Background: an optimization exercise with open tools, aiming at small area, a short achievable clock period and few clock cycles. Do not read the settings as production practice. Function was checked by simulation only, so behaviour that the tests miss may differ from the original. Power and IR drop assume default switching activity.

## lane 1
Design postfix_stack_evaluator, start of the top module:
module postfix_stack_evaluator
(
   input  logic                     clock,
   input  logic                     reset,
   input  logic                     req_valid,
   output logic                     req_stall,
   input  logic [pse_pkg::FUNC_W-1:0]        req_func,
   input  logic [pse_pkg::OPND_W-1:0]        req_operand,
   input  logic                     req_last,
   output logic                     rsp_valid,
   input  logic                     rsp_stall,
   output logic signed [pse_pkg::DATA_W-1:0] rsp_value,
   output logic                     rsp_divide_by_zero,
   output logic                     rsp_underflow,
   output logic                     rsp_overflow
);
Settings: LEC_CHECK=0, ABC_CLOCK_PERIOD_IN_PS=3000, CAP_MARGIN=20, CORE_MARGIN=2, CORE_UTILIZATION=55, CTS_CLUSTER_DIAMETER=100, CTS_CLUSTER_SIZE=20, SETUP_SLACK_MARGIN=5, SLEW_MARGIN=20, TNS_END_PERCENT=100; clock period 10.0 ns.
standard.sh (not shown) runs the stock make flow with config.mk's settings and CLKGATE_MAP_FILE= SYNTH_SCRIPT=/design/flow/synth_recipe.tcl, a recipe that flattens the netlist after the stock synthesis.
==> flow/flow/run.sh <==
#!/bin/bash
set -euo pipefail
bash standard.sh SETUP_SLACK_MARGIN=6.0 finish > standard.log 2>&1
Testbench counts of lane 1, summed over its fixed seeds: cycles 16,170.
### lane 1 -> lane 2
--- a/flow/design.v
+++ b/flow/design.v
@@ -1869,18 +1869,34 @@
          tr_o <= req_operand;
          tr_l <= req_last;
       end
    end
    logic [31:0] ring_in;
    logic        t01_zero, t1_low;
    assign ring_in  = do_spill ? t_ff[K-1] : ring_ff[31:0];
    assign t01_zero = reset || clear;
    assign t1_low   = !ge3_ff;                
+   logic [31:0] t_next [K];
+   always_comb begin
+      for (int i = 0; i < 2; i++) begin
+         t_next[i] = 32'd0;
+      end
+      for (int i = 2; i < K; i++) begin
+         logic sw, sd, su, sh;
+         sw = (i <= PMAX) && div_done && pend_v_ff && (pend_pos_in == 2'(i));
+         sd = do_push && !sw;
+         su = (do_bin || do_pop1) && !sw;
+         sh = !(do_push || do_bin || do_pop1 || sw);
+         t_next[i] = ({32{sh}} & t_ff[i]) | ({32{sd}} & t_ff[i-1]) |
+                     ({32{su}} & ((i == K - 1) ? ring_ff[31:0] : t_ff[(i + 1) % K])) |
+                     ({32{sw}} & quotient);
+      end
+   end
    always_ff @(posedge clock) begin
       if (reset) begin
          cnt_ff   <= '0;
          ge1_ff   <= 1'b0;
          ge2_ff   <= 1'b0;
          ge3_ff   <= 1'b0;
          gkm1_ff  <= 1'b0;
          gk_ff    <= 1'b0;
          gkp1_ff  <= 1'b0;
@@ -1925,25 +1941,19 @@
          t_ff[1] <= product;
       end else if (div_done && pend_v_ff && (pend_pos_in == 2'd1)) begin
          t_ff[1] <= quotient;
       end else if (do_push) begin
          t_ff[1] <= t_ff[0];
       end else if (do_bin || do_pop1) begin
          t_ff[1] <= t1_low ? 32'd0 : t_ff[2];
       end
       for (int i = 2; i < K; i++) begin
-         if (i <= PMAX && div_done && pend_v_ff && (pend_pos_in == 2'(i))) begin
-            t_ff[i] <= quotient;
-         end else if (do_push) begin
-            t_ff[i] <= t_ff[i-1];
-         end else if (do_bin || do_pop1) begin
-            t_ff[i] <= (i == K - 1) ? ring_ff[31:0] : t_ff[(i + 1) % K];
-         end
+         t_ff[i] <= t_next[i];
       end
    end
    always_ff @(posedge clock) begin
       if (reset) begin
          mul_ff      <= '0;
          pend_v_ff   <= 1'b0;
          pend_res_ff <= 1'b0;
       end else begin
          mul_ff      <= MULS'({mul_ff, long_start && is_mul});
[summary]
Going from lane 1 to lane 2, the later-pin clock latency in the skew report was found to have gone down by 20 ps.
Delta(clock period minus final worst setup slack, lane 2 - lane 1) > 0
Lane 1 → lane 2: overall routing resource usage essentially unchanged, instance count after placement with tap cells included has increased, count of clock-buffer cells in the layout lower, sequential standard cell area now smaller, clock network power share up 0.2 points.
A slowest library cell on the worst path of fa_1 is what lane 1 shows, while a21oi_1 belongs to lane 2.
Against lane 1, lane 2 comes in 0.41 points higher on core utilization.
Going from lane 1 to lane 2, core outline area saw a decrease; number of cells on the critical path dropped 6; timing-limited maximum frequency went down.
Testbench counts of lane 2, summed over its fixed seeds: cycles 16,170.


## lane 4
postfix_stack_evaluator, a different RTL version from the one above (not shown whole).
Size: ~12000 cells after synthesis, roughly 4500 flip-flops, roughly 76 I/O pins.
clock: 10.0 ns
lec_check: 0
abc_clock_period_in_ps: 3000
cap_margin: 20
core_margin: 2
core_utilization: 50
cts_cluster_diameter: 80
cts_cluster_size: 26
setup_slack_margin: 5
slew_margin: 20
tns_end_percent: 100
Scripts as last shown in full above: flow/flow/run.sh
Testbench counts of lane 4, summed over its fixed seeds: cycles 16,343.
Input changes introduced in lane 3 (baseline for comparison: lane 4):
--- a/flow/design.v
+++ b/flow/design.v
@@ -1653,24 +1653,34 @@
    logic        is_opnd, is_add, is_sub, is_mul, is_div, is_bin, is_pop2, is_long;
    assign is_opnd = (tr_f == pse_pkg::FUNC_OPERAND);
    assign is_add  = (tr_f == pse_pkg::FUNC_ADD);
    assign is_sub  = (tr_f == pse_pkg::FUNC_SUB);
    assign is_mul  = (tr_f == pse_pkg::FUNC_MUL);
    assign is_div  = (tr_f == pse_pkg::FUNC_DIV);
    assign is_bin  = is_add || is_sub || is_mul || is_div;
    assign is_pop2 = tr_f[2] && (tr_f[1:0] != 2'b00);
    assign is_long = is_mul || is_div;
    assign b_op   = t_ff[0];
    assign a_op   = t_ff[1];
    assign b_zero = (b_op == 32'd0);
+   logic [31:0] am, bm;
+   logic        q0_fast;
+   assign am = a_op ^ {32{a_op[31]}};
+   assign bm = b_op ^ {32{b_op[31]}};
+   always_comb begin
+      q0_fast = 1'b0;
+      for (int k = 2; k < 32; k += 2) begin
+         if (((am >> (a_op[31] ? (k - 1) : k)) == 32'd0) && ((bm >> k) != 32'd0)) q0_fast = 1'b1;
+      end
+   end
    assign alu    = is_div ? 32'd0 : (a_op + (b_op ^ {32{is_sub}}) + 32'(is_sub));
    pse_mul u_mul (
       .clock (clock),
       .a     (a_op),
       .b     (b_op),
       .p     (product)
    );
    pse_divider u_divider (
       .clock    (clock),
       .reset    (reset),
       .start    (div_start),
       .a        (a_op),
@@ -1722,26 +1732,26 @@
                do_over = 1'b1;
                ev_over = 1'b1;
             end else begin
                retire   = 1'b1;
                do_push  = 1'b1;
                do_spill = spill_zone;
             end
          end else if (is_bin) begin
             retire     = 1'b1;
             do_bin     = 1'b1;
             ev_under   = !ge2_ff;
             ev_div0    = is_div && b_zero;
-            div_start  = is_div && !b_zero;
-            long_start = is_mul || (is_div && !b_zero);
+            div_start  = is_div && !b_zero && !q0_fast;
+            long_start = is_mul || div_start;
             if (tr_l) begin
                tok_produce = !long_start;
                clear       = 1'b1;
             end
          end else begin
             if (ps_ff == 2'd2) begin
                retire      = 1'b1;
                tok_produce = 1'b1;
                clear       = 1'b1;
                ps_in       = 2'd0;
                ev_under    = !ge1_ff;
                res_val     = t_ff[0];
@@ -1859,24 +1869,40 @@
       end
       if (!stall_ff) begin
          tr_f <= req_func;
          tr_o <= req_operand;
          tr_l <= req_last;
       end
    end
    logic [31:0] ring_in;
    logic        t01_zero, t1_low;
    assign ring_in  = do_spill ? t_ff[K-1] : ring_ff[31:0];
    assign t01_zero = reset || clear;
    assign t1_low   = !ge3_ff;                
+   logic [31:0] t_next [K];
+   always_comb begin
+      for (int i = 0; i < 2; i++) begin
+         t_next[i] = 32'd0;
+      end
+      for (int i = 2; i < K; i++) begin
+         logic sw, sd, su, sh;
+         sw = (i <= PMAX) && do_wb && pend_v_ff && (pend_pos_in == 2'(i));
+         sd = do_push && !sw;
+         su = (do_bin || do_pop1) && !sw;
+         sh = !(do_push || do_bin || do_pop1 || sw);
+         t_next[i] = ({32{sh}} & t_ff[i]) | ({32{sd}} & t_ff[i-1]) |
+                     ({32{su}} & ((i == K - 1) ? ring_ff[31:0] : t_ff[(i + 1) % K])) |
+                     ({32{sw}} & wb_val);
+      end
+   end
    always_ff @(posedge clock) begin
       if (reset) begin
          cnt_ff   <= '0;
          ge1_ff   <= 1'b0;
          ge2_ff   <= 1'b0;
          ge3_ff   <= 1'b0;
          gkm1_ff  <= 1'b0;
          gk_ff    <= 1'b0;
          gkp1_ff  <= 1'b0;
          gkp2_ff  <= 1'b0;
          c127_ff  <= 1'b0;
          div0_ff  <= 1'b0;
@@ -1901,38 +1927,35 @@
       ring_ff <= {ring_in, ring_ff[R*32-1:32]};
       if (t01_zero) begin
          t_ff[0] <= 32'd0;
       end else if (do_wb && pend_v_ff && (pend_pos_in == 2'd0)) begin
          t_ff[0] <= wb_val;
       end else if (do_push) begin
          t_ff[0] <= {1'b0, tr_o};
       end else if (do_bin) begin
          t_ff[0] <= alu;
       end else if (do_pop1) begin
          t_ff[0] <= t_ff[1];
       end
-      for (int i = 1; i < K; i++) begin
-         if (i == 1 && t01_zero) begin
-            t_ff[i] <= 32'd0;
-         end else if (i <= PMAX && do_wb && pend_v_ff && (pend_pos_in == 2'(i))) begin
-            t_ff[i] <= wb_val;
-         end else if (do_push) begin
-            t_ff[i] <= t_ff[i-1];
-         end else if (do_bin || do_pop1) begin
-            if (i == 1 && t1_low) begin
-               t_ff[i] <= 32'd0;
-            end else begin
-               t_ff[i] <= (i == K - 1) ? ring_ff[31:0] : t_ff[(i + 1) % K];
-            end
-         end
+      if (t01_zero) begin
+         t_ff[1] <= 32'd0;
+      end else if (do_wb && pend_v_ff && (pend_pos_in == 2'd1)) begin
+         t_ff[1] <= wb_val;
+      end else if (do_push) begin
+         t_ff[1] <= t_ff[0];
+      end else if (do_bin || do_pop1) begin
+         t_ff[1] <= t1_low ? 32'd0 : t_ff[2];
+      end
+      for (int i = 2; i < K; i++) begin
+         t_ff[i] <= t_next[i];
       end
    end
    always_ff @(posedge clock) begin
       if (reset) begin
          mul_ff      <= '0;
          pend_v_ff   <= 1'b0;
          pend_res_ff <= 1'b0;
       end else begin
          mul_ff      <= MULS'({mul_ff, long_start && is_mul});
          pend_v_ff   <= pend_v_in;
          pend_res_ff <= pend_res_in;
       end
==> run summary <==
Between lane 4 and lane 3, the flow reports via count of the first global-routing pass increasing slightly.
Lane 4 → lane 3: total detailed-routing wirelength decreased 1300 um, final clock period utilization by the worst path picked up an extra 3.5 points.
Taking lane 4 as the reference, in lane 3 synthesized instance count down 195, sequential standard cell area moved down.
[compare] base=lane 4 new=lane 3: number of CTS-inserted buffers went up, timing-limited maximum frequency went down, die height went down.
Testbench counts of lane 3, summed over its fixed seeds: cycles 16,170.

## what the ideal ports hide
Ports are ideal in the flow. The routed layouts listed here were re-timed in OpenROAD. Step 1 sets driving cells, clkbuf_16 on the clock port and buf_2 on the other inputs (assumed; they add their load-dependent delay and slew). Step 2 adds t to the input delays and takes it off the output delays; t is the mean of the earliest and latest rising clock arrival at the registers after step 1. Input paths then give back, and output paths get back, about the clock's delay inside the block. a / b / c = ideal ports / drivers / drivers and shift; a / b = the first two.
run	t, ns	slack for setup (ns)	hold slack, ns	latest minus earliest clock arrival (ns)	slew at the worst register clock pin (ns)
lane 1	1.038	5.774 / 5.774 / 5.318	0.256 / 0.256 / 0.256	0.128 / 0.127	0.10 / 0.10
lane 2	1.034	5.535 / 5.535 / 5.207	0.249 / 0.249 / 0.249	0.131 / 0.131	0.09 / 0.09
lane 4	0.978	5.830 / 5.830 / 5.332	0.283 / 0.283 / 0.283	0.109 / 0.109	0.11 / 0.11
lane 3	1.020	5.476 / 5.476 / 5.476	0.262 / 0.262 / 0.262	0.105 / 0.105	0.11 / 0.11
After both steps setup and hold are still met in every run listed. The setup slack of lane 4, which loses most, moves by 0.000 ns with the drivers and by -0.498 ns with both steps.
